This design comes from an exercise in tuning for small area, a short achievable clock period and few clock cycles on the open sky130 flow, not from production work. Function was not checked in any run shown here: the RTL went through the layout flow alone.

## flow/run.sh

```bash
#!/bin/bash
# synth_recipe.tcl (not shown) runs the flow's synth.tcl, then flattens the netlist and writes it again
# the make line also repeats each setting of config.mk as NAME=value (left out here)
make -C /OpenROAD-flow-scripts/flow DESIGN_CONFIG=/design/flow/config.mk WORK_HOME=/design/flow/orfs CLKGATE_MAP_FILE= SYNTH_SCRIPT=/design/flow/synth_recipe.tcl finish
```

## flow/config.mk

```make
export PLATFORM = sky130hd
export DESIGN_NAME = pn_evaluator
export DESIGN_NICKNAME = pn_evaluator
export VERILOG_FILES = /design/flow/design.v
export SDC_FILE = /design/flow/constraint.sdc
export NUM_CORES = 4
export LEC_CHECK = 0
export ABC_CLOCK_PERIOD_IN_PS = 3000
export CAP_MARGIN = 20
export CORE_MARGIN = 2
export CORE_UTILIZATION = 40
export SETUP_SLACK_MARGIN = 4.5
export SLEW_MARGIN = 20
export TNS_END_PERCENT = 100
```

## flow/constraint.sdc

```tcl
create_clock -name core_clock -period 9.0 [get_ports {clk}]
set_input_delay 1.8000 -clock core_clock [delete_from_list [all_inputs] [get_ports {clk}]]
set_output_delay 1.8000 -clock core_clock [all_outputs]
set_load 0.01 [all_outputs]
```

## flow/design.v

```verilog
`default_nettype none
package pn_pkg;
    localparam int result_w     = 16;
    localparam int operand_w    = 3;
    localparam int buf_depth    = 16;
    localparam int buf_idx_w    = 4;
    localparam int stack_depth  = 16;
    localparam int stack_ptr_w  = $clog2(stack_depth);
    localparam int max_results  = 4;
    localparam int result_cnt_w = $clog2(max_results + 1);
    localparam int result_idx_w = $clog2(max_results);
    typedef logic signed [result_w-1:0] result_t;
    localparam result_t result_fill = {1'b0, {(result_w - 1){1'b1}}};
    typedef enum logic [1:0] {
        prefix_burst  = 2'd0,
        postfix_burst = 2'd1,
        prefix        = 2'd2,
        postfix       = 2'd3
    } pn_mode_e;
    typedef enum logic [1:0] {
        op_add     = 2'd0,
        op_sub     = 2'd1,
        op_mul     = 2'd2,
        op_abs_sum = 2'd3
    } pn_op_e;
    typedef enum logic [1:0] {
        idle,
        read,
        evaluate,
        emit
    } main_state_e;
    typedef enum logic [2:0] {
        classify,
        push_operand,
        pop_first,
        pop_second,
        calculate,
        push_result
    } stack_step_e;
    typedef struct packed {
        logic                 is_operator;
        logic [operand_w-1:0] value;
    } token_t;
    typedef struct packed {
        logic start;
        logic step;
        logic reverse;
    } scan_cmd_t;
    typedef struct packed {
        logic    push;
        logic    pop;
        result_t push_data;
    } stack_cmd_t;
    typedef struct packed {
        logic   load_first;
        logic   load_second;
        pn_op_e op;
        logic   postfix;
    } alu_cmd_t;
    typedef struct packed {
        logic clear;
        logic record;
        logic emit_start;
        logic descending;
    } collect_cmd_t;
endpackage
`default_nettype wire
`default_nettype none
module mul16lo (
    input  wire [15:0] a,
    input  wire [15:0] b,
    output wire [15:0] p
);
    wire pp0_0 = a[0] & b[0];
    wire pp0_1 = a[1] & b[0];
    wire pp0_2 = a[2] & b[0];
    wire pp0_3 = a[3] & b[0];
    wire pp0_4 = a[4] & b[0];
    wire pp0_5 = a[5] & b[0];
    wire pp0_6 = a[6] & b[0];
    wire pp0_7 = a[7] & b[0];
    wire pp0_8 = a[8] & b[0];
    wire pp0_9 = a[9] & b[0];
    wire pp0_10 = a[10] & b[0];
    wire pp0_11 = a[11] & b[0];
    wire pp0_12 = a[12] & b[0];
    wire pp0_13 = a[13] & b[0];
    wire pp0_14 = a[14] & b[0];
    wire pp0_15 = a[15] & b[0];
    wire pp1_0 = a[0] & b[1];
    wire pp1_1 = a[1] & b[1];
    wire pp1_2 = a[2] & b[1];
    wire pp1_3 = a[3] & b[1];
    wire pp1_4 = a[4] & b[1];
    wire pp1_5 = a[5] & b[1];
    wire pp1_6 = a[6] & b[1];
    wire pp1_7 = a[7] & b[1];
    wire pp1_8 = a[8] & b[1];
    wire pp1_9 = a[9] & b[1];
    wire pp1_10 = a[10] & b[1];
    wire pp1_11 = a[11] & b[1];
    wire pp1_12 = a[12] & b[1];
    wire pp1_13 = a[13] & b[1];
    wire pp1_14 = a[14] & b[1];
    wire pp2_0 = a[0] & b[2];
    wire pp2_1 = a[1] & b[2];
    wire pp2_2 = a[2] & b[2];
    wire pp2_3 = a[3] & b[2];
    wire pp2_4 = a[4] & b[2];
    wire pp2_5 = a[5] & b[2];
    wire pp2_6 = a[6] & b[2];
    wire pp2_7 = a[7] & b[2];
    wire pp2_8 = a[8] & b[2];
    wire pp2_9 = a[9] & b[2];
    wire pp2_10 = a[10] & b[2];
    wire pp2_11 = a[11] & b[2];
    wire pp2_12 = a[12] & b[2];
    wire pp2_13 = a[13] & b[2];
    wire pp3_0 = a[0] & b[3];
    wire pp3_1 = a[1] & b[3];
    wire pp3_2 = a[2] & b[3];
    wire pp3_3 = a[3] & b[3];
    wire pp3_4 = a[4] & b[3];
    wire pp3_5 = a[5] & b[3];
    wire pp3_6 = a[6] & b[3];
    wire pp3_7 = a[7] & b[3];
    wire pp3_8 = a[8] & b[3];
    wire pp3_9 = a[9] & b[3];
    wire pp3_10 = a[10] & b[3];
    wire pp3_11 = a[11] & b[3];
    wire pp3_12 = a[12] & b[3];
    wire pp4_0 = a[0] & b[4];
    wire pp4_1 = a[1] & b[4];
    wire pp4_2 = a[2] & b[4];
    wire pp4_3 = a[3] & b[4];
    wire pp4_4 = a[4] & b[4];
    wire pp4_5 = a[5] & b[4];
    wire pp4_6 = a[6] & b[4];
    wire pp4_7 = a[7] & b[4];
    wire pp4_8 = a[8] & b[4];
    wire pp4_9 = a[9] & b[4];
    wire pp4_10 = a[10] & b[4];
    wire pp4_11 = a[11] & b[4];
    wire pp5_0 = a[0] & b[5];
    wire pp5_1 = a[1] & b[5];
    wire pp5_2 = a[2] & b[5];
    wire pp5_3 = a[3] & b[5];
    wire pp5_4 = a[4] & b[5];
    wire pp5_5 = a[5] & b[5];
    wire pp5_6 = a[6] & b[5];
    wire pp5_7 = a[7] & b[5];
    wire pp5_8 = a[8] & b[5];
    wire pp5_9 = a[9] & b[5];
    wire pp5_10 = a[10] & b[5];
    wire pp6_0 = a[0] & b[6];
    wire pp6_1 = a[1] & b[6];
    wire pp6_2 = a[2] & b[6];
    wire pp6_3 = a[3] & b[6];
    wire pp6_4 = a[4] & b[6];
    wire pp6_5 = a[5] & b[6];
    wire pp6_6 = a[6] & b[6];
    wire pp6_7 = a[7] & b[6];
    wire pp6_8 = a[8] & b[6];
    wire pp6_9 = a[9] & b[6];
    wire pp7_0 = a[0] & b[7];
    wire pp7_1 = a[1] & b[7];
    wire pp7_2 = a[2] & b[7];
    wire pp7_3 = a[3] & b[7];
    wire pp7_4 = a[4] & b[7];
    wire pp7_5 = a[5] & b[7];
    wire pp7_6 = a[6] & b[7];
    wire pp7_7 = a[7] & b[7];
    wire pp7_8 = a[8] & b[7];
    wire pp8_0 = a[0] & b[8];
    wire pp8_1 = a[1] & b[8];
    wire pp8_2 = a[2] & b[8];
    wire pp8_3 = a[3] & b[8];
    wire pp8_4 = a[4] & b[8];
    wire pp8_5 = a[5] & b[8];
    wire pp8_6 = a[6] & b[8];
    wire pp8_7 = a[7] & b[8];
    wire pp9_0 = a[0] & b[9];
    wire pp9_1 = a[1] & b[9];
    wire pp9_2 = a[2] & b[9];
    wire pp9_3 = a[3] & b[9];
    wire pp9_4 = a[4] & b[9];
    wire pp9_5 = a[5] & b[9];
    wire pp9_6 = a[6] & b[9];
    wire pp10_0 = a[0] & b[10];
    wire pp10_1 = a[1] & b[10];
    wire pp10_2 = a[2] & b[10];
    wire pp10_3 = a[3] & b[10];
    wire pp10_4 = a[4] & b[10];
    wire pp10_5 = a[5] & b[10];
    wire pp11_0 = a[0] & b[11];
    wire pp11_1 = a[1] & b[11];
    wire pp11_2 = a[2] & b[11];
    wire pp11_3 = a[3] & b[11];
    wire pp11_4 = a[4] & b[11];
    wire pp12_0 = a[0] & b[12];
    wire pp12_1 = a[1] & b[12];
    wire pp12_2 = a[2] & b[12];
    wire pp12_3 = a[3] & b[12];
    wire pp13_0 = a[0] & b[13];
    wire pp13_1 = a[1] & b[13];
    wire pp13_2 = a[2] & b[13];
    wire pp14_0 = a[0] & b[14];
    wire pp14_1 = a[1] & b[14];
    wire pp15_0 = a[0] & b[15];
    wire s0 = pp0_13 ^ pp1_12;
    wire k0 = pp0_13 & pp1_12;
    wire s1 = pp0_14 ^ pp1_13 ^ pp2_12;
    wire k1 = (pp0_14 & pp1_13) | (pp0_14 & pp2_12) | (pp1_13 & pp2_12);
    wire s2 = pp3_11 ^ pp4_10;
    wire k2 = pp3_11 & pp4_10;
    wire s3 = pp0_15 ^ pp1_14 ^ pp2_13;
    wire k3 = (pp0_15 & pp1_14) | (pp0_15 & pp2_13) | (pp1_14 & pp2_13);
    wire s4 = pp3_12 ^ pp4_11 ^ pp5_10;
    wire k4 = (pp3_12 & pp4_11) | (pp3_12 & pp5_10) | (pp4_11 & pp5_10);
    wire s5 = pp6_9 ^ pp7_8;
    wire k5 = pp6_9 & pp7_8;
    wire s6 = pp0_9 ^ pp1_8;
    wire k6 = pp0_9 & pp1_8;
    wire s7 = pp0_10 ^ pp1_9 ^ pp2_8;
    wire k7 = (pp0_10 & pp1_9) | (pp0_10 & pp2_8) | (pp1_9 & pp2_8);
    wire s8 = pp3_7 ^ pp4_6;
    wire k8 = pp3_7 & pp4_6;
    wire s9 = pp0_11 ^ pp1_10 ^ pp2_9;
    wire k9 = (pp0_11 & pp1_10) | (pp0_11 & pp2_9) | (pp1_10 & pp2_9);
    wire s10 = pp3_8 ^ pp4_7 ^ pp5_6;
    wire k10 = (pp3_8 & pp4_7) | (pp3_8 & pp5_6) | (pp4_7 & pp5_6);
    wire s11 = pp6_5 ^ pp7_4;
    wire k11 = pp6_5 & pp7_4;
    wire s12 = pp0_12 ^ pp1_11 ^ pp2_10;
    wire k12 = (pp0_12 & pp1_11) | (pp0_12 & pp2_10) | (pp1_11 & pp2_10);
    wire s13 = pp3_9 ^ pp4_8 ^ pp5_7;
    wire k13 = (pp3_9 & pp4_8) | (pp3_9 & pp5_7) | (pp4_8 & pp5_7);
    wire s14 = pp6_6 ^ pp7_5 ^ pp8_4;
    wire k14 = (pp6_6 & pp7_5) | (pp6_6 & pp8_4) | (pp7_5 & pp8_4);
    wire s15 = pp9_3 ^ pp10_2;
    wire k15 = pp9_3 & pp10_2;
    wire s16 = s0 ^ pp2_11 ^ pp3_10;
    wire k16 = (s0 & pp2_11) | (s0 & pp3_10) | (pp2_11 & pp3_10);
    wire s17 = pp4_9 ^ pp5_8 ^ pp6_7;
    wire k17 = (pp4_9 & pp5_8) | (pp4_9 & pp6_7) | (pp5_8 & pp6_7);
    wire s18 = pp7_6 ^ pp8_5 ^ pp9_4;
    wire k18 = (pp7_6 & pp8_5) | (pp7_6 & pp9_4) | (pp8_5 & pp9_4);
    wire s19 = pp10_3 ^ pp11_2 ^ pp12_1;
    wire k19 = (pp10_3 & pp11_2) | (pp10_3 & pp12_1) | (pp11_2 & pp12_1);
    wire s20 = s1 ^ s2 ^ pp5_9;
    wire k20 = (s1 & s2) | (s1 & pp5_9) | (s2 & pp5_9);
    wire s21 = pp6_8 ^ pp7_7 ^ pp8_6;
    wire k21 = (pp6_8 & pp7_7) | (pp6_8 & pp8_6) | (pp7_7 & pp8_6);
    wire s22 = pp9_5 ^ pp10_4 ^ pp11_3;
    wire k22 = (pp9_5 & pp10_4) | (pp9_5 & pp11_3) | (pp10_4 & pp11_3);
    wire s23 = pp12_2 ^ pp13_1 ^ pp14_0;
    wire k23 = (pp12_2 & pp13_1) | (pp12_2 & pp14_0) | (pp13_1 & pp14_0);
    wire s24 = s3 ^ s4 ^ s5;
    wire k24 = (s3 & s4) | (s3 & s5) | (s4 & s5);
    wire s25 = pp8_7 ^ pp9_6 ^ pp10_5;
    wire k25 = (pp8_7 & pp9_6) | (pp8_7 & pp10_5) | (pp9_6 & pp10_5);
    wire s26 = pp11_4 ^ pp12_3 ^ pp13_2;
    wire k26 = (pp11_4 & pp12_3) | (pp11_4 & pp13_2) | (pp12_3 & pp13_2);
    wire s27 = pp14_1 ^ pp15_0 ^ k1;
    wire k27 = (pp14_1 & pp15_0) | (pp14_1 & k1) | (pp15_0 & k1);
    wire s28 = pp0_6 ^ pp1_5;
    wire k28 = pp0_6 & pp1_5;
    wire s29 = pp0_7 ^ pp1_6 ^ pp2_5;
    wire k29 = (pp0_7 & pp1_6) | (pp0_7 & pp2_5) | (pp1_6 & pp2_5);
    wire s30 = pp3_4 ^ pp4_3;
    wire k30 = pp3_4 & pp4_3;
    wire s31 = pp0_8 ^ pp1_7 ^ pp2_6;
    wire k31 = (pp0_8 & pp1_7) | (pp0_8 & pp2_6) | (pp1_7 & pp2_6);
    wire s32 = pp3_5 ^ pp4_4 ^ pp5_3;
    wire k32 = (pp3_5 & pp4_4) | (pp3_5 & pp5_3) | (pp4_4 & pp5_3);
    wire s33 = pp6_2 ^ pp7_1;
    wire k33 = pp6_2 & pp7_1;
    wire s34 = s6 ^ pp2_7 ^ pp3_6;
    wire k34 = (s6 & pp2_7) | (s6 & pp3_6) | (pp2_7 & pp3_6);
    wire s35 = pp4_5 ^ pp5_4 ^ pp6_3;
    wire k35 = (pp4_5 & pp5_4) | (pp4_5 & pp6_3) | (pp5_4 & pp6_3);
    wire s36 = pp7_2 ^ pp8_1 ^ pp9_0;
    wire k36 = (pp7_2 & pp8_1) | (pp7_2 & pp9_0) | (pp8_1 & pp9_0);
    wire s37 = s7 ^ s8 ^ pp5_5;
    wire k37 = (s7 & s8) | (s7 & pp5_5) | (s8 & pp5_5);
    wire s38 = pp6_4 ^ pp7_3 ^ pp8_2;
    wire k38 = (pp6_4 & pp7_3) | (pp6_4 & pp8_2) | (pp7_3 & pp8_2);
    wire s39 = pp9_1 ^ pp10_0 ^ k6;
    wire k39 = (pp9_1 & pp10_0) | (pp9_1 & k6) | (pp10_0 & k6);
    wire s40 = s9 ^ s10 ^ s11;
    wire k40 = (s9 & s10) | (s9 & s11) | (s10 & s11);
    wire s41 = pp8_3 ^ pp9_2 ^ pp10_1;
    wire k41 = (pp8_3 & pp9_2) | (pp8_3 & pp10_1) | (pp9_2 & pp10_1);
    wire s42 = pp11_0 ^ k7 ^ k8;
    wire k42 = (pp11_0 & k7) | (pp11_0 & k8) | (k7 & k8);
    wire s43 = s12 ^ s13 ^ s14;
    wire k43 = (s12 & s13) | (s12 & s14) | (s13 & s14);
    wire s44 = s15 ^ pp11_1 ^ pp12_0;
    wire k44 = (s15 & pp11_1) | (s15 & pp12_0) | (pp11_1 & pp12_0);
    wire s45 = k9 ^ k10 ^ k11;
    wire k45 = (k9 & k10) | (k9 & k11) | (k10 & k11);
    wire s46 = s16 ^ s17 ^ s18;
    wire k46 = (s16 & s17) | (s16 & s18) | (s17 & s18);
    wire s47 = s19 ^ pp13_0 ^ k12;
    wire k47 = (s19 & pp13_0) | (s19 & k12) | (pp13_0 & k12);
    wire s48 = k13 ^ k14 ^ k15;
    wire k48 = (k13 & k14) | (k13 & k15) | (k14 & k15);
    wire s49 = s20 ^ s21 ^ s22;
    wire k49 = (s20 & s21) | (s20 & s22) | (s21 & s22);
    wire s50 = s23 ^ k0 ^ k16;
    wire k50 = (s23 & k0) | (s23 & k16) | (k0 & k16);
    wire s51 = k17 ^ k18 ^ k19;
    wire k51 = (k17 & k18) | (k17 & k19) | (k18 & k19);
    wire s52 = s24 ^ s25 ^ s26;
    wire k52 = (s24 & s25) | (s24 & s26) | (s25 & s26);
    wire s53 = s27 ^ k2 ^ k20;
    wire k53 = (s27 & k2) | (s27 & k20) | (k2 & k20);
    wire s54 = k21 ^ k22 ^ k23;
    wire k54 = (k21 & k22) | (k21 & k23) | (k22 & k23);
    wire s55 = pp0_4 ^ pp1_3;
    wire k55 = pp0_4 & pp1_3;
    wire s56 = pp0_5 ^ pp1_4 ^ pp2_3;
    wire k56 = (pp0_5 & pp1_4) | (pp0_5 & pp2_3) | (pp1_4 & pp2_3);
    wire s57 = pp3_2 ^ pp4_1;
    wire k57 = pp3_2 & pp4_1;
    wire s58 = s28 ^ pp2_4 ^ pp3_3;
    wire k58 = (s28 & pp2_4) | (s28 & pp3_3) | (pp2_4 & pp3_3);
    wire s59 = pp4_2 ^ pp5_1 ^ pp6_0;
    wire k59 = (pp4_2 & pp5_1) | (pp4_2 & pp6_0) | (pp5_1 & pp6_0);
    wire s60 = s29 ^ s30 ^ pp5_2;
    wire k60 = (s29 & s30) | (s29 & pp5_2) | (s30 & pp5_2);
    wire s61 = pp6_1 ^ pp7_0 ^ k28;
    wire k61 = (pp6_1 & pp7_0) | (pp6_1 & k28) | (pp7_0 & k28);
    wire s62 = s31 ^ s32 ^ s33;
    wire k62 = (s31 & s32) | (s31 & s33) | (s32 & s33);
    wire s63 = pp8_0 ^ k29 ^ k30;
    wire k63 = (pp8_0 & k29) | (pp8_0 & k30) | (k29 & k30);
    wire s64 = s34 ^ s35 ^ s36;
    wire k64 = (s34 & s35) | (s34 & s36) | (s35 & s36);
    wire s65 = k31 ^ k32 ^ k33;
    wire k65 = (k31 & k32) | (k31 & k33) | (k32 & k33);
    wire s66 = s37 ^ s38 ^ s39;
    wire k66 = (s37 & s38) | (s37 & s39) | (s38 & s39);
    wire s67 = k34 ^ k35 ^ k36;
    wire k67 = (k34 & k35) | (k34 & k36) | (k35 & k36);
    wire s68 = s40 ^ s41 ^ s42;
    wire k68 = (s40 & s41) | (s40 & s42) | (s41 & s42);
    wire s69 = k37 ^ k38 ^ k39;
    wire k69 = (k37 & k38) | (k37 & k39) | (k38 & k39);
    wire s70 = s43 ^ s44 ^ s45;
    wire k70 = (s43 & s44) | (s43 & s45) | (s44 & s45);
    wire s71 = k40 ^ k41 ^ k42;
    wire k71 = (k40 & k41) | (k40 & k42) | (k41 & k42);
    wire s72 = s46 ^ s47 ^ s48;
    wire k72 = (s46 & s47) | (s46 & s48) | (s47 & s48);
    wire s73 = k43 ^ k44 ^ k45;
    wire k73 = (k43 & k44) | (k43 & k45) | (k44 & k45);
    wire s74 = s49 ^ s50 ^ s51;
    wire k74 = (s49 & s50) | (s49 & s51) | (s50 & s51);
    wire s75 = k46 ^ k47 ^ k48;
    wire k75 = (k46 & k47) | (k46 & k48) | (k47 & k48);
    wire s76 = s52 ^ s53 ^ s54;
    wire k76 = (s52 & s53) | (s52 & s54) | (s53 & s54);
    wire s77 = k49 ^ k50 ^ k51;
    wire k77 = (k49 & k50) | (k49 & k51) | (k50 & k51);
    wire s78 = pp0_3 ^ pp1_2;
    wire k78 = pp0_3 & pp1_2;
    wire s79 = s55 ^ pp2_2 ^ pp3_1;
    wire k79 = (s55 & pp2_2) | (s55 & pp3_1) | (pp2_2 & pp3_1);
    wire s80 = s56 ^ s57 ^ pp5_0;
    wire k80 = (s56 & s57) | (s56 & pp5_0) | (s57 & pp5_0);
    wire s81 = s58 ^ s59 ^ k56;
    wire k81 = (s58 & s59) | (s58 & k56) | (s59 & k56);
    wire s82 = s60 ^ s61 ^ k58;
    wire k82 = (s60 & s61) | (s60 & k58) | (s61 & k58);
    wire s83 = s62 ^ s63 ^ k60;
    wire k83 = (s62 & s63) | (s62 & k60) | (s63 & k60);
    wire s84 = s64 ^ s65 ^ k62;
    wire k84 = (s64 & s65) | (s64 & k62) | (s65 & k62);
    wire s85 = s66 ^ s67 ^ k64;
    wire k85 = (s66 & s67) | (s66 & k64) | (s67 & k64);
    wire s86 = s68 ^ s69 ^ k66;
    wire k86 = (s68 & s69) | (s68 & k66) | (s69 & k66);
    wire s87 = s70 ^ s71 ^ k68;
    wire k87 = (s70 & s71) | (s70 & k68) | (s71 & k68);
    wire s88 = s72 ^ s73 ^ k70;
    wire k88 = (s72 & s73) | (s72 & k70) | (s73 & k70);
    wire s89 = s74 ^ s75 ^ k72;
    wire k89 = (s74 & s75) | (s74 & k72) | (s75 & k72);
    wire s90 = s76 ^ s77 ^ k74;
    wire k90 = (s76 & s77) | (s76 & k74) | (s77 & k74);
    wire s91 = pp0_2 ^ pp1_1;
    wire k91 = pp0_2 & pp1_1;
    wire s92 = s78 ^ pp2_1 ^ pp3_0;
    wire k92 = (s78 & pp2_1) | (s78 & pp3_0) | (pp2_1 & pp3_0);
    wire s93 = s79 ^ pp4_0 ^ k78;
    wire k93 = (s79 & pp4_0) | (s79 & k78) | (pp4_0 & k78);
    wire s94 = s80 ^ k55 ^ k79;
    wire k94 = (s80 & k55) | (s80 & k79) | (k55 & k79);
    wire s95 = s81 ^ k57 ^ k80;
    wire k95 = (s81 & k57) | (s81 & k80) | (k57 & k80);
    wire s96 = s82 ^ k59 ^ k81;
    wire k96 = (s82 & k59) | (s82 & k81) | (k59 & k81);
    wire s97 = s83 ^ k61 ^ k82;
    wire k97 = (s83 & k61) | (s83 & k82) | (k61 & k82);
    wire s98 = s84 ^ k63 ^ k83;
    wire k98 = (s84 & k63) | (s84 & k83) | (k63 & k83);
    wire s99 = s85 ^ k65 ^ k84;
    wire k99 = (s85 & k65) | (s85 & k84) | (k65 & k84);
    wire s100 = s86 ^ k67 ^ k85;
    wire k100 = (s86 & k67) | (s86 & k85) | (k67 & k85);
    wire s101 = s87 ^ k69 ^ k86;
    wire k101 = (s87 & k69) | (s87 & k86) | (k69 & k86);
    wire s102 = s88 ^ k71 ^ k87;
    wire k102 = (s88 & k71) | (s88 & k87) | (k71 & k87);
    wire s103 = s89 ^ k73 ^ k88;
    wire k103 = (s89 & k73) | (s89 & k88) | (k73 & k88);
    wire s104 = s90 ^ k75 ^ k89;
    wire k104 = (s90 & k75) | (s90 & k89) | (k75 & k89);
    wire [15:0] x = {s104, s103, s102, s101, s100, s99, s98, s97, s96, s95, s94, s93, s92, s91, pp0_1, pp0_0};
    wire [15:0] y = {k103, k102, k101, k100, k99, k98, k97, k96, k95, k94, k93, k92, k91, pp2_0, pp1_0, 1'b0};
    assign p = x + y;
endmodule
`default_nettype wire
`timescale 1ns/1ps
`default_nettype none
module pn_evaluator (
    input  wire                         clk,
    input  wire                         rst_n,
    input  wire [1:0]                   mode,
    input  wire                         operator,
    input  wire [pn_pkg::operand_w-1:0] in,
    input  wire                         in_valid,
    output logic                        out_valid,
    output pn_pkg::result_t             out
);
    localparam int VW  = 7;    
    localparam int VD  = 10;   
    localparam int FD  = 7;    
    localparam int QD  = 6;    
    localparam int BW  = 7;    
    localparam logic [1:0] S_IDLE = 2'd0;
    localparam logic [1:0] S_RECV = 2'd1;
    localparam logic [1:0] S_WAIT = 2'd2;
    localparam logic [1:0] S_EMIT = 2'd3;
    logic [1:0] st;
    logic       pre_q;     
    logic       bur_q;     
    logic       pend;      
    logic       first_pending;
    logic [15:0] vhi [0:VW-1];
    logic [2:0]  vlo [0:VD-1];
    logic [FD-1:0] f_v;
    logic [FD-1:0] f_l;
    logic [1:0]    f_op [0:FD-1];
    logic [3:0]    q [0:QD-1];
    logic [2:0]    qcnt;
    logic [BW-1:0] lv [0:3];
    logic [3:0]    lf;
    logic [3:0]    lval;
    logic [1:0]    idx;
    wire idle  = (st == S_IDLE);
    wire recv  = (st == S_RECV);
    wire waits = (st == S_WAIT);
    wire emit  = (st == S_EMIT);
    logic [15:0] v [0:VD+1];
    always_comb begin
        for (int i = 0; i < VD + 2; i++) begin
            if (i < VW)      v[i] = {vhi[i][15:3], vlo[i]};
            else if (i < VD) v[i] = {13'd0, vlo[i]};
            else             v[i] = '0;
        end
    end
    wire       qnz    = (qcnt != 3'd0);
    wire       cur_v  = qnz | in_valid;
    wire       cur_op = qnz ? q[0][3] : operator;
    wire [2:0] cur_x  = qnz ? q[0][2:0] : in;
    wire casc  = pend & f_v[1] & f_l[1];
    wire take  = cur_v & ~casc;
    wire t_op  = take & cur_op;
    wire t_opd = take & ~cur_op;
    wire fpush  = t_op & (idle | pre_q);
    wire pf_op  = t_op & ~idle & ~pre_q & ~bur_q;
    wire pb_op  = t_op & ~idle & ~pre_q & bur_q;
    wire top_l  = f_v[0] & f_l[0];
    wire qb_red = t_opd & ~idle & pre_q & bur_q & top_l & ~pend;
    wire pend_n = casc | (t_opd & ~idle & pre_q & ~bur_q & (pend | top_l));
    logic [1:0]  alu_op;
    logic [15:0] a, b, sum, r;
    assign alu_op = pre_q ? f_op[0] : cur_x[1:0];
    assign a   = v[1];
    assign b   = v[0];
    assign sum = a + b;
    logic [15:0] prod;
    mul16lo mul_inst (.a(a), .b(b), .p(prod));
    always_comb begin
        case (alu_op)
            2'd0:    r = sum;
            2'd1:    r = a - b;
            2'd2:    r = prod;
            default: r = sum[15] ? -sum : sum;
        endcase
    end
    logic signed [BW-1:0] bpre  [0:7];
    logic signed [BW-1:0] bpost [0:3];
    logic signed [BW-1:0] bres;
    always_comb begin
        for (int k = 0; k < 8; k++) begin
            case (f_op[0])
                2'd1:    bpre[k] = {4'd0, vlo[0]} - 7'(k);
                2'd2:    bpre[k] = {4'd0, vlo[0]} * 7'(k);
                default: bpre[k] = {4'd0, vlo[0]} + 7'(k);
            endcase
        end
        bpost[0] = {4'd0, vlo[1]} + {4'd0, vlo[0]};
        bpost[1] = {4'd0, vlo[1]} - {4'd0, vlo[0]};
        bpost[2] = {4'd0, vlo[1]} * {4'd0, vlo[0]};
        bpost[3] = bpost[0];
    end
    assign bres = pre_q ? bpre[cur_x] : bpost[cur_x[1:0]];
    wire red  = pend;
    wire redx = red & t_opd;
    wire push = t_opd & ~red & ~qb_red;
    wire pop1 = (red & ~t_opd) | pf_op | qb_red;
    always_ff @(posedge clk) begin
        for (int i = 0; i < VD; i++) begin
            if (push) begin
                vlo[i] <= (i == 0) ? cur_x : v[i-1][2:0];
            end else if (redx) begin
                if (i == 0) vlo[i] <= cur_x;
                else if (i == 1) vlo[i] <= r[2:0];
            end else if (pop1) begin
                vlo[i] <= (i == 0 && !qb_red) ? r[2:0] : v[i+1][2:0];
            end else if (pb_op) begin
                vlo[i] <= v[i+2][2:0];
            end
        end
        for (int i = 0; i < VW; i++) begin
            if (push) begin
                vhi[i][15:3] <= (i == 0) ? 13'd0 : v[i-1][15:3];
            end else if (redx) begin
                if (i == 0) vhi[i][15:3] <= 13'd0;
                else if (i == 1) vhi[i][15:3] <= r[15:3];
            end else if (pop1 || pb_op) begin
                vhi[i][15:3] <= (i == 0 && !qb_red && !pb_op) ? r[15:3] : v[i+1][15:3];
            end
        end
    end
    always_ff @(posedge clk or negedge rst_n) begin
        if (!rst_n) begin
            f_v <= '0;
        end else if (idle) begin
            if (take) f_v <= {{(FD-1){1'b0}}, cur_op};
        end else if (red) begin
            if (!t_op) f_v <= {1'b0, f_v[FD-1:1]};
        end else if (fpush) begin
            f_v <= {f_v[FD-2:0], 1'b1};
        end else if (qb_red) begin
            f_v <= {1'b0, f_v[FD-1:1]};
        end
    end
    always_ff @(posedge clk) begin
        if (idle) begin
            f_op[0] <= cur_x[1:0];
            f_l[0]  <= 1'b0;
        end else if (red) begin
            if (t_op) begin
                f_op[0] <= cur_x[1:0];
                f_l[0]  <= 1'b0;
                f_l[1]  <= 1'b1;
            end else begin
                for (int i = 0; i < FD - 1; i++) begin
                    f_op[i] <= f_op[i+1];
                    f_l[i]  <= f_l[i+1];
                end
                f_l[0] <= 1'b1;
            end
        end else if (fpush) begin
            for (int i = 1; i < FD; i++) begin
                f_op[i] <= f_op[i-1];
                f_l[i]  <= f_l[i-1];
            end
            f_op[0] <= cur_x[1:0];
            f_l[0]  <= 1'b0;
        end else if (qb_red) begin
            for (int i = 0; i < FD - 1; i++) begin
                f_op[i] <= f_op[i+1];
                f_l[i]  <= f_l[i+1];
            end
        end else if (t_opd && pre_q && !top_l) begin
            f_l[0] <= 1'b1;
        end
    end
    wire q_push = in_valid & (qnz | casc);
    wire q_pop  = qnz & take;
    wire [2:0] q_wr = qcnt - {2'd0, q_pop};
    always_ff @(posedge clk) begin
        for (int i = 0; i < QD; i++) begin
            if (q_push && q_wr == 3'(i)) begin
                q[i] <= {operator, in};
            end else if (q_pop) begin
                q[i] <= (i < QD - 1) ? q[i+1] : q[i];
            end
        end
    end
    always_ff @(posedge clk or negedge rst_n) begin
        if (!rst_n) begin
            qcnt <= '0;
        end else begin
            qcnt <= qcnt + {2'd0, q_push} - {2'd0, q_pop};
        end
    end
    wire flag_new = qb_red & ~f_v[1] & first_pending;
    wire ins      = pb_op | qb_red;
    wire full     = lval[3];
    wire drop     = full & (~pre_q | flag_new);
    wire rm       = full & pre_q & ~flag_new;
    logic signed [BW-1:0] lr [0:3];
    logic [3:0]    lrf;
    logic [3:0]    lrv;
    logic [3:0]    g;
    logic [3:0]    bef;
    logic [BW-1:0] ln [0:3];
    logic [3:0]    lnf;
    always_comb begin
        g[0] = lf[0] & lval[0];
        for (int i = 1; i < 4; i++) g[i] = g[i-1] | (lf[i] & lval[i]);
        for (int i = 0; i < 4; i++) begin
            if (rm && g[i]) begin
                lr[i]  = (i < 3) ? lv[i+1] : lv[i];
                lrf[i] = (i < 3) ? lf[i+1] : 1'b0;
            end else begin
                lr[i]  = lv[i];
                lrf[i] = lf[i];
            end
        end
        lrv = rm ? {1'b0, lval[2:0]} : lval;
        for (int i = 0; i < 4; i++) begin
            bef[i] = ~lrv[i] | (pre_q ? (bres > lr[i]) : (bres < lr[i]));
        end
        for (int i = 0; i < 4; i++) begin
            if (bef[i]) begin
                if (i > 0 && bef[i-1]) begin
                    ln[i]  = lr[i-1];
                    lnf[i] = lrf[i-1];
                end else begin
                    ln[i]  = bres;
                    lnf[i] = flag_new;
                end
            end else begin
                ln[i]  = lr[i];
                lnf[i] = lrf[i];
            end
        end
    end
    always_ff @(posedge clk) begin
        if (ins && !drop) begin
            for (int i = 0; i < 4; i++) begin
                lv[i] <= ln[i];
                lf[i] <= lnf[i];
            end
        end
    end
    always_ff @(posedge clk or negedge rst_n) begin
        if (!rst_n) begin
            lval <= '0;
        end else if (idle) begin
            lval <= '0;
        end else if (ins && !drop) begin
            lval <= {lrv[2:0], 1'b1} | lrv;
        end
    end
    wire done = ~pend & ~qnz;
    wire endc = recv & ~in_valid;
    always_ff @(posedge clk or negedge rst_n) begin
        if (!rst_n) begin
            st            <= S_IDLE;
            pre_q         <= 1'b0;
            bur_q         <= 1'b0;
            pend          <= 1'b0;
            first_pending <= 1'b0;
            idx           <= '0;
        end else begin
            pend <= pend_n;
            if (flag_new) first_pending <= 1'b0;
            case (st)
                S_IDLE: begin
                    idx <= '0;
                    if (in_valid) begin
                        st            <= S_RECV;
                        pre_q         <= ~mode[0];
                        bur_q         <= ~mode[1];
                        first_pending <= operator;
                    end
                end
                S_RECV: begin
                    if (!in_valid) begin
                        if (bur_q) begin
                            idx <= 2'd1;
                            st  <= lval[1] ? S_EMIT : S_IDLE;
                        end else begin
                            st <= done ? S_IDLE : S_WAIT;
                        end
                    end
                end
                S_WAIT: begin
                    if (done) st <= S_IDLE;
                end
                default: begin
                    idx <= idx + 2'd1;
                    if (idx == 2'd3 || !lval[idx + 2'd1]) st <= S_IDLE;
                end
            endcase
        end
    end
    assign out_valid = emit | (waits & done) | (endc & (bur_q | done));
    logic [15:0] res;
    always_comb begin
        if (bur_q) res = {{(16 - BW){lv[idx][BW-1]}}, lv[idx]};
        else       res = v[0];
    end
    assign out = out_valid ? res : 16'd0;
endmodule
`default_nettype wire
```

==> results of run 1 <==
critical path, stage by stage, from the launching register on:
cell and delay, ps:
edfxtp_1 430, buf_6 170, buf_4 130, buf_6 100, and2_4 130, fa_1 480, fa_1 490, fa_1 510
inv_2 40, fa_1 520, inv_2 50, fa_1 520, ha_4 210, or2_4 260, a21oi_4 160, a31oi_4 60
nand3_1 110, nand2_2 90, xor2_2 210, o21ai_2 150, a31oi_1 130, a221o_1 270
layout by cell type (no fill, tap or decap), drive strengths merged, types with 21 or more instances in the layout:
master	count
o21ai	110
inv	178
nand2	198
xor2	26
a21oi	95
ha	118
xnor2	50
edfxtp	184
nand3	33
buf	207
nor2b	21
nor3	30
a211oi	25
mux2	99
and2	72
fa	88
o21a	30
clkbuf	38
nor2	126
dfrtp	22
mux2i	86
cell families (layout without fill, tap and decap cells):
kind of cell | after synthesis | after routing | share of synthesized area, %
muxes | 186 | 186 | 10.7
xor gates and xnor gates | 76 | 76 | 3.53
adders and majority gates | 206 | 206 | 17.2
buffers and inverters | 287 | 441 | 5.98
and+or+nand+nor | 558 | 559 | 14.2
AOI/OAI and AO/OA | 421 | 424 | 14.7
DFF | 220 | 220 | 33.7
worst max path at each step:
stage | startpoint | endpoint | slack [ps] | cells after the start
after floorplan | vlo[0][2] | vhi[0][14] | 3540 | 22
after global placement | in[0] | lv[2][1] | 1890 | 19
after detailed placement | in[0] | lv[2][1] | 1760 | 19
after CTS | vlo[0][0] | vhi[1][15] | 3580 | 19
after global routing | vlo[0][0] | vhi[1][15] | 3350 | 19
final | vlo[0][0] | vhi[1][15] | 3520 | 21
layout make-up:
class | count | area (um^2)
fill | 4161 | 23400
clock inverter | 7 | 108
multi-input combinational | 1451 | 12500
inverter | 183 | 699
timing repair buffer | 213 | 1990
sequential | 220 | 6370
clock buffer | 38 | 727
tap | 607 | 759
metal layers:
metal	part of all wire (%)	vias to the layer above	routed length, um	global-route usage [%]
li1	-	7206	-	-
met1	45	7680	25600	32.0
met2	45	586	25600	35.4
met3	6.3	123	3590	2.63
met4	3.5	0	2000	8.53
met5	0	-	0	0
flip-flops by register name, indices dropped and copies added (netlist names), 7 cells and up:
signal and cells:
f_op 14, f_v 7, vlo 30, vhi 91, lv 28, q 24, f_l 7
stage by stage:
step / cells / worst slack [ps] / hold slack [ps] / util (%) / cell area, um^2
after floorplan: 1954 / 3540 / 422 / - / 19200
after global placement: 2516 / 1890 / 430 / 42.8 / 19900
after detailed placement: 2516 / 1760 / 439 / 42.9 / 20000
after CTS: 2699 / 3580 / 450 / 48.9 / 22700
after global routing: 2719 / 3350 / 459 / 49.8 / 23200
final: 2719 / 3520 / 448 / 49.8 / 23200
repair_timing:
| action | 4_1_cts | 5_1_grt |
|---|---|---|
| buffers inserted | 131 | 19 |
| resized for setup | 278 | 79 |
| pin swaps | 90 | 57 |
| hold buffers | 0 | 0 |
| gates cloned | 7 | 1 |
| setup endpoints to repair | 295 | 147 |
| endpoints found under the hold margin | 0 | 0 |
==> impl_metrics.csv, run 1 <==
group,metric,value,unit
status,status,"complete, no violations",
routing,drt_pass1_iterations,9,
placed_design,hpwl,37100,um
worst_hold_path,whs_path_depth,0,
global_route,grt.overflow.total,0,
logic_synthesis,yosysUniqueCellTypes,86,
timing,worst_pin_slew,1010,ps
timing,period_share,60.9,%
global_route,grt_pass1_vias,15500,
logic_synthesis,syn_avg_cell_area,9.65,um^2
placed_design,io_buffers,25,
worst_hold_path,hp-start,"f_l[5]",
logic_synthesis,synth.area.top_cells,"edfxtp_1 (29%), fa_1 (9.3%), ha_1 (7.8%)",
logic_synthesis,synth.largest_area_cell,"edfxtp_1",
logic_synthesis,yosysMostFrequentCell,"nand2_1",
setup_path,r2r_start,"vlo[0][0]",
logic_synthesis,synth_edf_count,184,
final_layout,drive_gt1_share,25.7,%
logic_synthesis,syn-cell-area,18900,um^2
timing,setup_viol,0,
clock_network,clkLatencyLatePin,570,ps
global_route,grt_usage,22.5,%
timing,relSlewSlack,31.8,%
setup_path,end_kind,"flip-flop",
final_layout,n_antenna_cell,0,
clock_network,cts_tree,"yes",
setup_path,reg2reg_depth,21,
die,core_area,46600,um^2
logic_synthesis,yosys_warnings,13,
setup_path,critPathRequiredTime,9290,ps
setup_path,worstReg2RegEnd,"vhi[1][15]",
global_route,antenna_found_initial,0,
die,fp.dieArea,48900,um^2
clock_network,root_buffer,"clkbuf_16",
die,die_h,221,um
job,cap_viol_max_count,0,
logic_synthesis,synthArstFlopShare,10.0,%
setup_path,r2r_slack,3520,ps
timing,rsz0062_at_grt,"true",
clock_network,clock-sinks,220,
clock_network,cts_made_buffers,26,
timing,final_max_slew_viol_count,0,
routing,vias,15600,
timing,layout_min_cycle_time,5480,ps
logic_synthesis,synth-seq-cells,220,
logic_synthesis,synth_top_flop_cell,"edfxtp_1",
routing,drt-vias-per-instance,5.74,
final_layout,nNetsFinal,2310,
clock_network,path_clk_slew,60,ps
global_route,grt_max_degree,74,
timing,clock_skew,39.6,ps
worst_hold_path,worst_hold_path_type,"reg -> reg",
logic_synthesis,synth.yosys.seq_area_share,33.7,%
die,die_width,221,um
die,ios,26,
die,rows,79,
placed_design,gp_congestion,0.908,
setup_path,crit_fanout,4,
timing,hold_viol,0,
timing,tns,0,ps
logic_synthesis,netlist.area_leader.share,29.3,%
global_route,grt_pass1_wl,88300,um
final_layout,area_growth,22.9,%
routing,ant_nets,0,
routing,drt_wl_total,56700,um
routing,wl_per_cell,20.9,um
routing,drc,0,
timing,max_freq,183,MHz
setup_path,worstSetupPathType,"reg -> reg",
die,start_util,40.5,%
logic_synthesis,syn_nets,2169,
logic_synthesis,syn_inst,1954,
logic_synthesis,synth.top_cells.by_count,"nand2_1 (198), edfxtp_1 (184), inv_1 (180), nor2_1 (125), ha_1 (118)",
clock_network,cts_max_level,1,
setup_path,crit_path_start_kind,"flip-flop",
setup_path,worstPathArrival,5770,ps
clock_network,clockBufferDepth,3,
worst_hold_path,whs_endpoint,"f_l[6]",
routing,drtIter0Drc,1302,
==> run 2, diff against run 1 <==
--- a/flow/config.mk
+++ b/flow/config.mk
@@ -7,3 +7,3 @@
 export LEC_CHECK = 0
-export ABC_CLOCK_PERIOD_IN_PS = 3000
+export ABC_CLOCK_PERIOD_IN_PS = 2500
 export CAP_MARGIN = 20
@@ -11,3 +11,3 @@
 export CORE_UTILIZATION = 40
-export SETUP_SLACK_MARGIN = 4.5
+export SETUP_SLACK_MARGIN = 5.0
 export SLEW_MARGIN = 20
==> run 2 against run 1 <==
Global-route usage fell by 0.12 points; still clean; final area rose by 1.7%; via count rose by 1.1%; worst setup slack got worse by 23 ps; wire length rose by 1.7%; clock skew fell by 18 ps; critical path depth fell by 4; synthesized cell count did not move.
==> impl_metrics.csv, run 2 <==
group,metric,value,unit
status,status,"complete, no violations",
routing,drc,0,
final_layout,largest_register_ffs,91,
logic_synthesis,synth-seq-cells,220,
routing,wl_per_cell,21.2,um
timing,rsz0062_at_grt,"true",
worst_hold_path,whs_path_depth,0,
setup_path,crit_path_start_kind,"flip-flop",
logic_synthesis,yosysMostFrequentCell,"nand2_1",
final_layout,area_growth,24.9,%
setup_path,crit_family,"adder cells",
logic_synthesis,syn_avg_cell_area,9.65,um^2
logic_synthesis,synth.yosys.seq_area_share,33.7,%
logic_synthesis,yosys_warnings,13,
logic_synthesis,yosysUniqueCellTypes,86,
setup_path,reg2reg_depth,17,
die,die_h,221,um
clock_network,root_buffer,"clkbuf_16",
logic_synthesis,netlist.area_leader.share,29.3,%
clock_network,path_clk_slew,60,ps
setup_path,worstPathArrival,5780,ps
timing,tns,0,ps
timing,max_freq,182,MHz
routing,drtIter0Drc,1495,
worst_hold_path,worst_hold_path_type,"reg -> reg",
clock_network,clkLatencyLatePin,550,ps
clock_network,cts_tree,"yes",
logic_synthesis,synth_fa_ha_area_share,17.2,%
die,start_util,40.5,%
global_route,grt.overflow.total,0,
setup_path,crit_chain,"buf_6 -> nand2_1 -> fa_1 -> fa_1 -> fa_1 -> fa_1 -> fa_1 -> fa_2 -> xor2_1 -> xnor2_1 -> xnor2_1 -> xnor2_1 -> xnor2_1 -> xor2_2 -> o21ai_2 -> a31oi_1 -> a221o_1",
clock_network,clockBufferDepth,3,
final_layout,mostFrequentLayoutCells,"nand2_1 (184), edfxtp_1 (184), inv_1 (164), buf_4 (127), nor2_1 (103)",
job,cap_viol_max_count,0,
die,fp.dieArea,48900,um^2
placed_design,gp_congestion,0.924,
final_layout,n_antenna_cell,0,
timing,hold_viol,0,
timing,period_share,61.1,%
global_route,antenna_found_initial,0,
routing,ant_nets,0,
logic_synthesis,synthArstFlopShare,10.0,%
setup_path,cpMostUsedCell,"fa_1",
die,rows,79,
setup_path,r2r_slack,3500,ps
final_layout,filler_cell_count,4101,
logic_synthesis,synth_top_flop_cell,"edfxtp_1",
final_layout,largest_register,"vhi",
placed_design,hpwl,37400,um
global_route,grt_usage,22.4,%
worst_hold_path,hp-start,"f_op[5][0]",
die,core_area,46600,um^2
routing,drt_pass1_iterations,6,
routing,drt_wl_total,57700,um
global_route,grt_pass1_vias,15200,
die,ios,26,
placed_design,io_buffers,25,
clock_network,cts_max_level,1,
final_layout,fin_area,23600,um^2
final_layout,reg.largest.list,"vhi: 91 flops, vlo: 30 flops, lv: 28 flops",
timing,setup_viol,0,
logic_synthesis,synth_edf_count,184,
global_route,grt_pass1_wl,87800,um
clock_network,cts_made_buffers,26,
logic_synthesis,synth.area.top_cells,"edfxtp_1 (29%), fa_1 (9.3%), ha_1 (7.8%)",
setup_path,worstSetupPathType,"reg -> reg",
logic_synthesis,synth_top_family_by_area,"adder cells",
final_layout,drive_gt1_share,27.8,%
setup_path,slowest_stage,"fa_1",
final_layout,stdcell_count,2727,
logic_synthesis,synth.top_cells.by_count,"nand2_1 (198), edfxtp_1 (184), inv_1 (180), nor2_1 (125), ha_1 (118)",
setup_path,end_kind,"flip-flop",
logic_synthesis,syn_inst,1954,
logic_synthesis,yosys.area_share.simple,14.2,%
clock_network,clock-sinks,220,
placed_design,dp_cells,2512,
timing,layout_min_cycle_time,5500,ps
routing,drt-vias-per-instance,5.78,
logic_synthesis,synth.largest_area_cell,"edfxtp_1",
setup_path,worstReg2RegEnd,"vhi[1][15]",
setup_path,critPathBufInv,1,
worst_hold_path,whs_endpoint,"f_op[6][0]",
global_route,grt_max_degree,99,
timing,worst_pin_slew,1050,ps
logic_synthesis,synth_xor_area_share,3.53,%
timing,relSlewSlack,29.5,%
routing,vias,15800,
final_layout,nNetsFinal,2318,
timing,clock_skew,21.1,ps
setup_path,r2r_start,"vlo[0][2]",
timing,final_max_slew_viol_count,0,
logic_synthesis,syn_nets,2169,
setup_path,crit_fanout,9,
die,die_width,221,um
logic_synthesis,synthMuxAreaShare,10.7,%
setup_path,critPathRequiredTime,9280,ps
placed_design,placement.cell_area,20000,um^2
setup_path,max_stage_delay,550,ps
logic_synthesis,synth_compound_area_share,14.7,%
logic_synthesis,syn-cell-area,18900,um^2
==> run 2: cell types whose count changed in the layout (fill, tap and decap cells not counted), moves of 5 or more <==
cell	before	now
nor2_2	10	15
buf_6	42	47
ha_4	20	26
o21ai_2	9	16
ha_1	90	83
==> run 2: what timing repair did <==
item | 4_1_cts | 5_1_grt
hold buffers | 0 | 0
pin swaps | 80 | 92
buffers inserted | 98 | 59
hold endpoints to repair | 0 | 0
endpoints found under the setup margin | 299 | 221
gates cloned | 10 | 3
gates resized for setup | 252 | 163
==> run 2: layout make-up <==
type / instances / area, um^2 / area share, %
clock inverter: 11 / 83.8 / 0.356
sequential: 220 / 6370 / 27.0
clock buffer: 34 / 702 / 2.98
multi-input combinational: 1453 / 12800 / 54.5
tap: 607 / 759 / 3.22
timing repair buffer: 219 / 2090 / 8.87
inverter: 183 / 713 / 3.03
==> run 2: through the flow <==
step | hold WS, ps | utilization, % | setup WS [ps]
after floorplan | 422 | - | 3540
after global placement | 435 | 42.9 | 1760
after detailed placement | 447 | 42.9 | 1690
after CTS | 458 | 48.0 | 3480
after global routing | 461 | 50.6 | 3310
final | 453 | 50.6 | 3500
==> run 2: worst max-delay path by stage <==
stage | startpoint | to | slack [ps] | cells past startpoint
6_report | vlo[0][2] | vhi[1][15] | 3500 | 17
5_1_grt | vlo[0][0] | vhi[1][14] | 3310 | 21
4_1_cts | vlo[0][2] | vhi[1][14] | 3480 | 20
3_5_place_dp | in[0] | lv[1][6] | 1690 | 18
3_3_place_gp | in[0] | lv[1][1] | 1760 | 18
2_1_floorplan | vlo[0][2] | vhi[0][14] | 3540 | 22
==> run 2: per-layer routing <==
layer,track usage [%],routed length (um),up-vias
met3,2.28,3710,126
li1,-,-,7247
met4,7.21,1860,0
met1,32.5,25900,7781
met2,35.3,26300,607
met5,0,0,-
==> run 2: cell families (layout without fill, tap and decap cells) <==
family | count (synthesis) | after routing
XOR/XNOR | 76 | 76
AO/OA/AOI/OAI | 421 | 424
flip-flops | 220 | 220
AND/OR/NAND/NOR | 558 | 561
buffers and inverters | 287 | 447
adder cells (fa/ha/maj) | 206 | 206
multiplexers | 186 | 186
==> run 3, diff against run 2 <==
--- a/flow/design.v
+++ b/flow/design.v
@@ -715,3 +715,5 @@
     end
-    assign out_valid = emit | (waits & done) | (endc & (bur_q | done));
+    wire ov_reg = emit | (waits & done);
+    wire ov_end = recv & (bur_q | done);
+    assign out_valid = ov_reg | (ov_end & ~in_valid);
     logic [15:0] res;
@@ -721,3 +723,3 @@
     end
-    assign out = out_valid ? res : 16'd0;
+    assign out = (res & {16{ov_reg}}) | (res & {16{ov_end & ~in_valid}});
 endmodule
--- a/flow/config.mk
+++ b/flow/config.mk
@@ -7,3 +7,3 @@
 export LEC_CHECK = 0
-export ABC_CLOCK_PERIOD_IN_PS = 2500
+export ABC_CLOCK_PERIOD_IN_PS = 3000
 export CAP_MARGIN = 20
@@ -11,3 +11,3 @@
 export CORE_UTILIZATION = 40
-export SETUP_SLACK_MARGIN = 5.0
+export SETUP_SLACK_MARGIN = 4.5
 export SLEW_MARGIN = 20
==> run 3 against run 2 <==
Flip-flop and latch count unchanged; final area about the same; maximum frequency increased by 2.0%; non-clock buffer count decreased by 20; synthesized area increased by 1.5%; worst setup slack improved by 110 ps; core utilization decreased by 0.96 points; sequential share of layout area about the same; wire length increased by 1.7%; first-iteration DRC count decreased by 7.7%; critical path type unchanged.
==> impl_metrics.csv, run 3 <==
group,metric,value,unit
status,status,"complete, no violations",
timing,max_freq,185,MHz
die,ios,26,
logic_synthesis,syn_avg_cell_area,9.30,um^2
global_route,grt_pass1_wl,90400,um
timing,worst_pin_slew,1200,ps
final_layout,nNetsFinal,2391,
global_route,grt_usage,23.2,%
timing,setup_ws,3610,ps
timing,final_max_slew_viol_count,0,
routing,vias,16200,
timing,relSlewSlack,19.1,%
setup_path,worstSetupPathType,"reg -> reg",
clock_network,clkLatencyLatePin,550,ps
global_route,met1_usage,33.0,%
setup_path,slowest_stage,"edfxtp_1",
global_route,grt_max_degree,92,
routing,drt_wl_total,58700,um
global_route,grt.overflow.total,0,
logic_synthesis,yosysUniqueCellTypes,103,
final_layout,fin_util,49.6,%
global_route,grt.busiest_layer,"met2",
clock_network,clock-sinks,220,
clock_network,cts_tree,"yes",
setup_path,crit_path_start_kind,"flip-flop",
logic_synthesis,syn_nets,2273,
setup_path,reg2reg_depth,16,
timing,setup_viol,0,
final_layout,drive_gt1_share,23.5,%
worst_hold_path,worst_hold_path_type,"reg -> reg",
timing,tns,0,ps
setup_path,crit_family,"adder cells",
setup_path,max_stage_delay,610,ps
setup_path,cp.depth,16,
global_route,use_met3,2.02,%
setup_path,end_kind,"flip-flop",
logic_synthesis,syn_inst,2058,
die,rows,80,
global_route,antenna_found_initial,0,
die,core_area,47400,um^2
final_layout,largest_register,"vhi",
setup_path,critPathBufInv,1,
timing,hold_viol,0,
global_route,grt_pass1_vias,15800,
job,cap_viol_max_count,0,
clock_network,clockBufferDepth,3,
placed_design,place_ws,1890,ps
setup_path,crit_chain,"ha_1 -> inv_1 -> fa_1 -> fa_1 -> fa_1 -> fa_1 -> fa_2 -> xnor2_2 -> xnor2_1 -> xnor2_1 -> xnor2_1 -> xnor3_1 -> xnor2_2 -> nand2_1 -> and3_4 -> a21oi_1",
die,fp.dieArea,49600,um^2
timing,layout_min_cycle_time,5390,ps
routing,drt_pass1_iterations,7,
setup_path,critPathRequiredTime,9240,ps
setup_path,cpMostUsedCell,"fa_1",
timing,period_share,59.9,%
timing,rsz0062_at_grt,"true",
clock_network,cts_made_buffers,25,
setup_path,worstPathArrival,5640,ps
logic_synthesis,yosysMostFrequentCell,"nand2_1",
routing,drtIter0Drc,1380,
placed_design,hpwl,39500,um
logic_synthesis,synth_edf_count,184,
die,die_h,223,um
logic_synthesis,synth_top_flop_cell,"edfxtp_1",
logic_synthesis,synth.yosys.seq_area_share,33.2,%
final_layout,final_common_cell,"nand2_1",
die,die_width,223,um
die,start_util,40.4,%
final_layout,reg.largest.list,"vhi: 91 flops, vlo: 30 flops, lv: 28 flops",
placed_design,gp_congestion,0.905,
routing,drt-vias-per-instance,5.76,
routing,wl_per_cell,20.9,um
logic_synthesis,synth.largest_area_cell,"edfxtp_1",
clock_network,path_clk_slew,70,ps
logic_synthesis,synth.top_cells.by_count,"nand2_1 (339), edfxtp_1 (184), inv_1 (176), ha_1 (118), nor2_1 (104)",
placed_design,io_buffers,25,
worst_hold_path,whs_path_depth,0,
logic_synthesis,synth-seq-cells,220,
setup_path,crit_fanout,6,
global_route,met2_usage,36.3,%
logic_synthesis,synthArstFlopShare,10.0,%
final_layout,mostFrequentLayoutCells,"nand2_1 (326), edfxtp_1 (184), inv_1 (163), buf_4 (120), nor2_1 (90)",
clock_network,cts_max_level,1,
timing,clock_skew,32.8,ps
clock_network,hold_buffers,0,
clock_network,root_buffer,"clkbuf_16",
routing,ant_nets,0,
logic_synthesis,yosys_warnings,13,
logic_synthesis,synth.area.top_cells,"edfxtp_1 (29%), fa_1 (9.2%), ha_1 (7.7%)",
placed_design,dp_cells,2626,
final_layout,stdcell_count,2811,
setup_path,r2r_slack,3610,ps
routing,drc,0,
final_layout,largest_register_ffs,91,
final_layout,area_growth,23.0,%
logic_synthesis,syn-cell-area,19100,um^2
logic_synthesis,netlist.area_leader.share,28.9,%
[run 3: cell types whose count changed in the layout (fill, tap and decap cells not counted), moves of 9 or more]
cell and delta:
o21a_1 -11, and2_1 -18, buf_6 -16, o21ai_1 -16
nor2_2 -14, and3_1 +18, a21oi_2 +9, nand2_1 +142
a21boi_2 +9, mux2_2 -51, nor2_1 -13, o22ai_1 +11
o21ai_0 +19, nand3_1 -11
[run 3: final cells by class]
type | count | area [um^2]
clock inverters | 14 | 180
fillers | 4371 | 23900
multi-input cells | 1552 | 12800
clock buffers | 32 | 734
inverters | 178 | 689
repair buffers | 199 | 1990
diodes | 1 | 2.50
well taps | 615 | 769
flip-flops and latches | 220 | 6360
[run 3: cells by family after synthesis]
group / after synthesis / share of synthesized area, %
compound gates: 454 / 16.1
xor+xnor: 73 / 3.41
fa+ha+maj: 206 / 16.9
buf+inv: 286 / 6.01
flops: 220 / 33.2
mux: 137 / 7.55
simple gates: 682 / 16.8
[run 3: path summary, 6_finish.rpt]
path | start | endpoint
setup / recovery | vhi[1][7] | vhi[1][15]
hold / removal | f_op[5][0] | f_op[6][0]
setup reg to reg | vhi[1][7] | vhi[1][15]
hold reg to reg | f_op[5][0] | f_op[6][0]
max in group asynchronous | rst_n | qcnt[1]
min in group asynchronous | rst_n | bur_q
[run 3: repair_timing]
action / in CTS / in global routing
gates resized for setup: 227 / 112
pin swaps: 73 / 51
cloned: 5 / 0
setup endpoints to repair: 171 / 118
buffers inserted: 100 / 33
hold endpoints to repair: 0 / 0
[run 3: through the flow]
stage               hold slack (ps)  instance area [um^2]
detailed placement              439                 20300
finish                          453                 23600
floorplan                       422                 19600
global route                    466                 23600
CTS                             461                 22800
global placement                437                 20300
[run 3: per-layer routing]
layer / up-vias / wire (um)
li1: 7509 / -
met3: 125 / 3380
met1: 7978 / 26400
met4: 0 / 2520
met2: 578 / 26300
met5: - / 0

## port drivers added, routing unchanged
The results above use ideal ports. As a check the final layouts listed here were re-extracted and re-timed, cells and wires unchanged. Step 1, drivers: a clkbuf_16 drives clk and a buf_2 each remaining input, both assumed. Step 2 adds t to the input delays and takes it off the output delays; t is the mean of the earliest and latest rising clock arrival at the registers after step 1. Input paths then give back, and output paths get back, about the clock's delay inside the block. Slacks: ideal ports / drivers / drivers and shift; pairs: ideal ports / drivers.
run	shift t [ns]	setup WS [ns]	worst setup path at the end	slew at the worst register clock pin (ns)	worst data-port slew with drivers (ns)
run 1	0.609	3.521 / 3.521 / 3.286	input to register	0.07 / 0.07	0.06
run 2	0.589	3.498 / 3.498 / 3.230	input to register	0.06 / 0.06	0.06
run 3	0.594	3.607 / 3.607 / 3.225	input to register	0.07 / 0.07	0.07
After both steps every run listed still meets setup and hold. For run 3, which loses most, drivers alone change the setup slack by 0.000 ns; drivers and shift together by -0.382 ns.
